Source: an optimization exercise on an open RTL-to-GDS flow (aim: small area and few clock cycles per item). Production flows keep margins and buffers that such runs may drop. Only simulation tests tie the RTL to the original design; equivalence was not proved.

Setup of trial 21:
==> flow/design.v <==
`default_nettype none
package mexp_pkg;
  localparam int FIELD_BITS = 64;
  localparam int CFG_INDEX_BITS = 8;
  localparam int ACC_BITS = 67;
  localparam int OP_BITS = 66;
  localparam int STEPS = 3;
  localparam int PASS_CYCLES = OP_BITS / STEPS;
  localparam int CYC_BITS = $clog2(PASS_CYCLES);
  typedef logic [FIELD_BITS-1:0] field_t;
  typedef logic [CFG_INDEX_BITS-1:0] cfg_index_t;
  typedef logic [ACC_BITS-1:0] acc_t;
  typedef logic [OP_BITS-1:0] op_t;
  localparam cfg_index_t REG_MODULUS = cfg_index_t'(0);
  localparam cfg_index_t REG_POWER = cfg_index_t'(1);
  typedef enum logic [2:0] {
    ST_IDLE,
    ST_PREP,
    ST_MUL,
    ST_CPA,
    ST_FIX,
    ST_SPARE,
    ST_ACPA,
    ST_DONE
  } state_t;
endpackage
`default_nettype wire
`default_nettype none
module mexp_step (
  input  mexp_pkg::acc_t  s_in,
  input  mexp_pkg::acc_t  c_in,
  input  logic            x,
  input  logic            neg,      
  input  mexp_pkg::acc_t  y,
  input  logic [63:0]     n,
  input  logic [3:0]      ge_in,    
  input  logic [35:0]     kn,       
  output mexp_pkg::acc_t  s_out,
  output mexp_pkg::acc_t  c_out,
  output logic [3:0]      ge_out    
);
  localparam int AW = mexp_pkg::ACC_BITS;
  mexp_pkg::acc_t a, b, c, s1, c1, m1, m2, d, c1i, nn, n2;
  logic qp1, qp2, qn1, qn2;
  function automatic logic est_ge(input logic [8:0] sh, input logic [8:0] ch,
                                  input logic [8:0] kt, input logic [8:0] dh);
    logic [8:0] u1;
    logic [8:0] v1;
    logic [8:0] u;
    logic [8:0] v;
    logic [7:0] g;
    logic [7:0] p;
    logic [7:0] g1;
    logic [7:0] p1;
    logic [7:0] g2;
    logic [7:0] p2;
    logic [7:0] g3;
    u1 = sh ^ ch ^ kt;
    v1 = {((sh[7:0] & ch[7:0]) | (sh[7:0] & kt[7:0]) | (ch[7:0] & kt[7:0])), 1'b0};
    u = u1 ^ v1 ^ dh;
    v = {((u1[7:0] & v1[7:0]) | (u1[7:0] & dh[7:0]) | (v1[7:0] & dh[7:0])), 1'b0};
    g = u[7:0] & v[7:0];
    p = u[7:0] ^ v[7:0];
    g1 = g;
    p1 = p;
    for (int i = 1; i < 8; i++) begin
      g1[i] = g[i] | (p[i] & g[i-1]);
      p1[i] = p[i] & p[i-1];
    end
    g2 = g1;
    p2 = p1;
    for (int i = 2; i < 8; i++) begin
      g2[i] = g1[i] | (p1[i] & g1[i-2]);
      p2[i] = p1[i] & p1[i-2];
    end
    g3 = g2;
    for (int i = 4; i < 8; i++) begin
      g3[i] = g2[i] | (p2[i] & g2[i-4]);
    end
    est_ge = !(u[8] ^ v[8] ^ g3[7]);
  endfunction
  assign qp2 = ge_in[0];
  assign qp1 = ge_in[1] & !ge_in[0];
  assign qn1 = !ge_in[2] & ge_in[3];
  assign qn2 = !ge_in[3];
  always_comb begin
    a = {s_in[AW-2:0], x & neg};
    b = {c_in[AW-2:0], 1'b0};
    c = x ? (neg ? ~y : y) : '0;
    s1 = a ^ b ^ c;
    m1 = (a & b) | (a & c) | (b & c);
    c1 = {m1[AW-2:0], 1'b0};
    nn = {3'b000, n};
    n2 = {2'b00, n, 1'b0};
    d = ({AW{qp1}} & ~nn) | ({AW{qp2}} & ~n2) | ({AW{qn1}} & nn) | ({AW{qn2}} & n2);
    c1i = {c1[AW-1:1], qp1 | qp2};
    s_out = s1 ^ c1i ^ d;
    m2 = (s1 & c1i) | (s1 & d) | (c1i & d);
    c_out = {m2[AW-2:0], 1'b0};
  end
  always_comb begin
    for (int i = 0; i < 4; i++) begin
      ge_out[i] = est_ge(s1[AW-1:AW-9], c1i[AW-1:AW-9], kn[9*i +: 9], d[AW-1:AW-9]);
    end
  end
endmodule
module mexp_add (
  input  mexp_pkg::acc_t  a,
  input  mexp_pkg::acc_t  b,
  input  logic            cin,
  output mexp_pkg::acc_t  sum
);
  localparam int AW = mexp_pkg::ACC_BITS;
  mexp_pkg::acc_t p, g, gg, pp;
  always_comb begin
    p = a ^ b;
    g = a & b;
    g[0] = g[0] | (p[0] & cin);
    gg = g;
    pp = p;
    for (int d = 1; d < AW; d = d * 2) begin
      for (int i = 2 * d - 1; i < AW; i = i + 2 * d) begin
        gg[i] = gg[i] | (pp[i] & gg[i-d]);
        pp[i] = pp[i] & pp[i-d];
      end
    end
    for (int d = 32; d >= 1; d = d / 2) begin
      for (int i = 3 * d - 1; i < AW; i = i + 2 * d) begin
        gg[i] = gg[i] | (pp[i] & gg[i-d]);
      end
    end
    sum = p ^ {gg[AW-2:0], cin};
  end
endmodule
`default_nettype wire
`default_nettype none
module modular_exponentiation (
  input  logic                  clk,
  input  logic                  rst,
  input  logic                  cfg_valid,
  output logic                  cfg_ready,
  input  mexp_pkg::cfg_index_t  cfg_index,
  input  mexp_pkg::field_t      cfg_data,
  input  logic                  operand_valid,
  output logic                  operand_ready,
  input  mexp_pkg::field_t      operand_base_value,
  output logic                  result_valid,
  input  logic                  result_ready,
  output mexp_pkg::field_t      result_residue
);
  localparam int K = mexp_pkg::STEPS;
  localparam int AW = mexp_pkg::ACC_BITS;
  localparam int PW = mexp_pkg::OP_BITS;
  localparam int D = mexp_pkg::PASS_CYCLES;
  localparam int CB = mexp_pkg::CYC_BITS;
  mexp_pkg::state_t state;
  logic [63:0]     modulus;
  logic [63:0]     power;
  mexp_pkg::op_t   p_reg;
  mexp_pkg::op_t   b_reg;
  mexp_pkg::acc_t  s_reg;
  mexp_pkg::acc_t  c_reg;
  logic [K-1:0]    xd;
  logic [CB-1:0]   cyc;
  logic [5:0]      idx;
  logic [5:0]      sh;
  logic            first;
  logic            ysel_b;      
  logic            base_pass;
  logic            fsub;
  logic [35:0]     kz;          
  logic [35:0]     ky;          
  logic [3:0]      ge_reg;      
  logic            in_accept;
  logic            mod_small;
  logic            ebit;
  logic            cin;
  mexp_pkg::acc_t  sum;
  mexp_pkg::acc_t  y_ext;
  logic [3:0]      t1;
  logic [5:0]      t3;
  logic [4:0]      ntop;
  logic [CB-1:0]   cyc_nxt;
  logic [63:0]     mod_half;
  logic            go_mul;      
  logic [8:0]      yh_next;
  logic            x_nxt;       
  mexp_pkg::op_t   x_src;
  mexp_pkg::acc_t  s_ch [K+1];
  mexp_pkg::acc_t  c_ch [K+1];
  logic [3:0]      ge_ch [K+1];
  assign cfg_ready = 1'b1;
  assign operand_ready = (state == mexp_pkg::ST_IDLE) ||
                         ((state == mexp_pkg::ST_DONE) && result_ready);
  assign in_accept = operand_valid && operand_ready;
  assign mod_small = (modulus[63:1] == '0);
  assign ebit = power[idx];
  assign y_ext = {p_reg[PW-1], p_reg};
  assign x_src = ysel_b ? b_reg : p_reg;
  assign cyc_nxt = cyc + CB'(1);
  assign mod_half = {1'b0, modulus[63:1]};
  assign go_mul = !base_pass && !ysel_b && ebit;
  assign ntop = {1'b1, modulus[62:59]};
  assign t1 = ntop[4:1];
  assign t3 = {1'b0, ntop} + {2'b00, ntop[4:1]};
  assign cin = (state == mexp_pkg::ST_ACPA) && fsub;
  mexp_add u_add (
    .a   (s_reg),
    .b   (c_reg),
    .cin (cin),
    .sum (sum)
  );
  assign yh_next = {sum[PW-1], sum[PW-1], sum[PW-1:PW-7]};
  assign x_nxt = x_src[PW - 1 - K * cyc_nxt];
  assign s_ch[0] = s_reg;
  assign c_ch[0] = c_reg;
  assign ge_ch[0] = ge_reg;
  for (genvar g = 0; g < K; g++) begin : g_step
    logic xn;
    if (g < K - 1) begin : g_xn
      assign xn = xd[K-2-g];
    end else begin : g_xl
      assign xn = x_nxt;
    end
    mexp_step u_step (
      .s_in   (s_ch[g]),
      .c_in   (c_ch[g]),
      .x      (xd[K-1-g]),
      .neg    ((g == 0) ? first : 1'b0),
      .y      (y_ext),
      .n      (modulus),
      .ge_in  (ge_ch[g]),
      .kn     (xn ? ky : kz),
      .s_out  (s_ch[g+1]),
      .c_out  (c_ch[g+1]),
      .ge_out (ge_ch[g+1])
    );
  end
  always_ff @(posedge clk) begin
    if (rst) begin
      modulus <= 64'd1;
      power <= '0;
    end else if (cfg_valid && cfg_ready) begin
      if (cfg_index == mexp_pkg::REG_MODULUS) begin
        modulus <= cfg_data;
      end else if (cfg_index == mexp_pkg::REG_POWER) begin
        power <= cfg_data;
      end
    end else if (state == mexp_pkg::ST_PREP && !modulus[63]) begin
      modulus <= modulus << 1;
    end else if (state == mexp_pkg::ST_FIX && !p_reg[PW-1] && sh != '0) begin
      modulus <= mod_half;
    end
  end
  always_ff @(posedge clk) begin
    if (state == mexp_pkg::ST_MUL) begin
      s_reg <= s_ch[K];
      c_reg <= c_ch[K];
    end else if (state == mexp_pkg::ST_FIX) begin
      s_reg <= {p_reg[PW-1], p_reg};
      if (p_reg[PW-1]) begin
        c_reg <= {3'b000, modulus};           
      end else begin
        c_reg <= ~{3'b000, mod_half};         
      end
    end else begin
      s_reg <= '0;
      c_reg <= '0;
    end
  end
  always_ff @(posedge clk) begin
    if (rst) begin
      state <= mexp_pkg::ST_IDLE;
    end else begin
      unique case (state)
        mexp_pkg::ST_IDLE, mexp_pkg::ST_DONE: begin
          if (in_accept) begin
            state <= (mod_small || power == '0) ? mexp_pkg::ST_DONE : mexp_pkg::ST_PREP;
          end else if (state == mexp_pkg::ST_DONE && result_ready) begin
            state <= mexp_pkg::ST_IDLE;
          end
        end
        mexp_pkg::ST_PREP: begin
          if (modulus[63] && ebit) begin
            state <= mexp_pkg::ST_MUL;
          end
        end
        mexp_pkg::ST_MUL: begin
          if (cyc == CB'(D - 1)) begin
            state <= mexp_pkg::ST_CPA;
          end
        end
        mexp_pkg::ST_CPA: begin
          if (!go_mul && idx == '0) begin
            state <= mexp_pkg::ST_FIX;
          end else begin
            state <= mexp_pkg::ST_MUL;
          end
        end
        mexp_pkg::ST_FIX: begin
          if (p_reg[PW-1] || sh != '0) begin
            state <= mexp_pkg::ST_ACPA;
          end else begin
            state <= mexp_pkg::ST_DONE;
          end
        end
        mexp_pkg::ST_ACPA: state <= mexp_pkg::ST_FIX;
        default: state <= mexp_pkg::ST_IDLE;
      endcase
    end
  end
  always_ff @(posedge clk) begin
    unique case (state)
      mexp_pkg::ST_IDLE, mexp_pkg::ST_DONE: begin
        if (in_accept) begin
          idx <= 6'd63;
          sh <= '0;
          b_reg <= {2'b00, operand_base_value};
          p_reg <= mod_small ? '0 : mexp_pkg::op_t'(1);
        end
      end
      mexp_pkg::ST_PREP: begin
        if (!modulus[63]) begin
          sh <= sh + 6'd1;
        end
        if (!ebit) begin
          idx <= idx - 6'd1;
        end
        kz <= {{3'b000, t3}, {5'b00000, t1}, 9'd0 - {5'b00000, t1}, 9'd0 - {3'b000, t3}};
        ky <= {{3'b000, t3}, {5'b00000, t1}, 9'd0 - {5'b00000, t1}, 9'd0 - {3'b000, t3}};
        ge_reg <= 4'b1100;            
        first <= 1'b1;
        ysel_b <= 1'b1;
        base_pass <= 1'b1;
        cyc <= '0;
        xd <= b_reg[PW-1 -: K];
      end
      mexp_pkg::ST_MUL: begin
        first <= 1'b0;
        cyc <= cyc_nxt;
        ge_reg <= ge_ch[K];
        if (cyc != CB'(D - 1)) begin
          xd <= x_src[PW - 1 - K * cyc_nxt -: K];
        end
      end
      mexp_pkg::ST_CPA: begin
        p_reg <= sum[PW-1:0];
        if (base_pass) begin
          b_reg <= sum[PW-1:0];
        end
        base_pass <= 1'b0;
        first <= 1'b1;
        cyc <= '0;
        xd <= go_mul ? b_reg[PW-1 -: K] : sum[PW-1 -: K];
        for (int i = 0; i < 4; i++) begin
          ky[9*i +: 9] <= kz[9*i +: 9] + yh_next;
        end
        ge_reg <= 4'b1100;            
        if (go_mul) begin
          ysel_b <= 1'b1;             
        end else begin
          ysel_b <= 1'b0;             
          if (idx != '0) begin
            idx <= idx - 6'd1;
          end
        end
      end
      mexp_pkg::ST_FIX: begin
        if (p_reg[PW-1]) begin
          fsub <= 1'b0;               
        end else begin
          fsub <= 1'b1;               
          if (sh != '0) begin
            sh <= sh - 6'd1;
          end
        end
      end
      mexp_pkg::ST_ACPA: begin
        if (!fsub || !sum[AW-1]) begin
          p_reg <= sum[PW-1:0];
        end
      end
      default: begin
      end
    endcase
  end
  assign result_valid = (state == mexp_pkg::ST_DONE);
  assign result_residue = p_reg[63:0];
endmodule
`default_nettype wire
Settings: LEC_CHECK=0, ABC_AREA=1, CAP_MARGIN=20, CORE_MARGIN=2, CORE_UTILIZATION=40, SLEW_MARGIN=20; clock period 8.0 ns.
run.sh (not shown) runs the stock make flow with config.mk's settings and CLKGATE_MAP_FILE= SYNTH_SCRIPT=/design/flow/synth_recipe.tcl, a recipe that flattens the netlist after the stock synthesis.
Testbench counts of trial 21, summed over its fixed seeds: cycles 281,298, items 128.
The inputs of trial 67 differ from those of trial 21 as listed below.
--- a/flow/design.v
+++ b/flow/design.v
@@ -27,12 +27,13 @@
 `default_nettype wire
 `default_nettype none
 module mexp_step (
   input  mexp_pkg::acc_t  s_in,
   input  mexp_pkg::acc_t  c_in,
-  input  logic            x,
-  input  logic            neg,      
+  input  logic            xpos,     
+  input  logic            xneg,     
+  input  logic            qz,       
   input  mexp_pkg::acc_t  y,
   input  logic [63:0]     n,
   input  logic [3:0]      ge_in,    
   input  logic [35:0]     kn,       
   output mexp_pkg::acc_t  s_out,
@@ -77,18 +78,18 @@
     for (int i = 4; i < 8; i++) begin
       g3[i] = g2[i] | (p2[i] & g2[i-4]);
     end
     est_ge = !(u[8] ^ v[8] ^ g3[7]);
   endfunction
-  assign qp2 = ge_in[0];
-  assign qp1 = ge_in[1] & !ge_in[0];
-  assign qn1 = !ge_in[2] & ge_in[3];
-  assign qn2 = !ge_in[3];
+  assign qp2 = ge_in[0] & !qz;
+  assign qp1 = ge_in[1] & !ge_in[0] & !qz;
+  assign qn1 = !ge_in[2] & ge_in[3] & !qz;
+  assign qn2 = !ge_in[3] & !qz;
   always_comb begin
-    a = {s_in[AW-2:0], x & neg};
+    a = {s_in[AW-2:0], xneg};
     b = {c_in[AW-2:0], 1'b0};
-    c = x ? (neg ? ~y : y) : '0;
+    c = ({AW{xpos}} & y) | ({AW{xneg}} & ~y);
     s1 = a ^ b ^ c;
     m1 = (a & b) | (a & c) | (b & c);
     c1 = {m1[AW-2:0], 1'b0};
     nn = {3'b000, n};
     n2 = {2'b00, n, 1'b0};
@@ -169,10 +170,12 @@
   logic            base_pass;
   logic            fsub;
   logic [35:0]     kz;          
   logic [35:0]     ky;          
   logic [3:0]      ge_reg;      
+  logic            x0p;         
+  logic            x0n;         
   logic            in_accept;
   logic            mod_small;
   logic            ebit;
   logic            cin;
   mexp_pkg::acc_t  sum;
@@ -223,12 +226,13 @@
       assign xn = x_nxt;
     end
     mexp_step u_step (
       .s_in   (s_ch[g]),
       .c_in   (c_ch[g]),
-      .x      (xd[K-1-g]),
-      .neg    ((g == 0) ? first : 1'b0),
+      .xpos   ((g == 0) ? x0p : xd[K-1-g]),
+      .xneg   ((g == 0) ? x0n : 1'b0),
+      .qz     ((g == 0) ? first : 1'b0),
       .y      (y_ext),
       .n      (modulus),
       .ge_in  (ge_ch[g]),
       .kn     (xn ? ky : kz),
       .s_out  (s_ch[g+1]),
@@ -267,10 +271,13 @@
       s_reg <= '0;
       c_reg <= '0;
     end
   end
   always_ff @(posedge clk) begin
+    ge_reg <= ge_ch[K];
+  end
+  always_ff @(posedge clk) begin
     if (rst) begin
       state <= mexp_pkg::ST_IDLE;
     end else begin
       unique case (state)
         mexp_pkg::ST_IDLE, mexp_pkg::ST_DONE: begin
@@ -326,38 +333,38 @@
         if (!ebit) begin
           idx <= idx - 6'd1;
         end
         kz <= {{3'b000, t3}, {5'b00000, t1}, 9'd0 - {5'b00000, t1}, 9'd0 - {3'b000, t3}};
         ky <= {{3'b000, t3}, {5'b00000, t1}, 9'd0 - {5'b00000, t1}, 9'd0 - {3'b000, t3}};
-        ge_reg <= 4'b1100;            
         first <= 1'b1;
         ysel_b <= 1'b1;
         base_pass <= 1'b1;
         cyc <= '0;
         xd <= b_reg[PW-1 -: K];
+        x0p <= 1'b0;
+        x0n <= b_reg[PW-1];
       end
       mexp_pkg::ST_MUL: begin
         first <= 1'b0;
         cyc <= cyc_nxt;
-        ge_reg <= ge_ch[K];
         if (cyc != CB'(D - 1)) begin
           xd <= x_src[PW - 1 - K * cyc_nxt -: K];
         end
+        x0p <= x_nxt;
+        x0n <= 1'b0;
       end
       mexp_pkg::ST_CPA: begin
         p_reg <= sum[PW-1:0];
-        if (base_pass) begin
-          b_reg <= sum[PW-1:0];
-        end
         base_pass <= 1'b0;
         first <= 1'b1;
         cyc <= '0;
         xd <= go_mul ? b_reg[PW-1 -: K] : sum[PW-1 -: K];
+        x0p <= 1'b0;
+        x0n <= go_mul ? b_reg[PW-1] : sum[PW-1];
         for (int i = 0; i < 4; i++) begin
           ky[9*i +: 9] <= kz[9*i +: 9] + yh_next;
         end
-        ge_reg <= 4'b1100;            
         if (go_mul) begin
           ysel_b <= 1'b1;             
         end else begin
           ysel_b <= 1'b0;             
           if (idx != '0) begin
Results
Trial 67 finished every step from synthesis to the final layout, and the layout passed the timing, DRC and antenna checks.
Total clock sinks essentially unchanged between trial 67 and trial 21.
Trial 67 vs. trial 21: number of library cell types mapped by synthesis now sits lower; critical path depth now sits lower; area after detailed placement now sits lower.
Synthesized area | trial 67 below trial 21
Trial 67 reports a higher sequential share of layout area than trial 21 does.
Testbench counts of trial 67, summed over its fixed seeds: cycles 281,300, items 128.

## re-timing with driven ports
No port has a modelled driver above. Below, the same layouts with a new extraction and two added sets of constraints. Step 1 assumes that a clkbuf_16 drives the clock port and a buf_2 every other input. Step 2 adds t to the input delays and takes it off the output delays; t is the mean of the earliest and latest rising clock arrival at the registers after step 1. Input paths then give back, and output paths get back, about the clock's delay inside the block. a / b / c = ideal ports / drivers / drivers and shift; a / b = the first two.
run	t, ns	setup WS [ns]	latest minus earliest clock arrival (ns)	worst data-port slew with drivers (ns)
trial 21	0.744	0.159 / 0.159 / 0.159	0.033 / 0.033	0.07
trial 67	0.732	0.256 / 0.256 / 0.256	0.039 / 0.039	0.07
After both steps setup and hold are still met in every run listed.
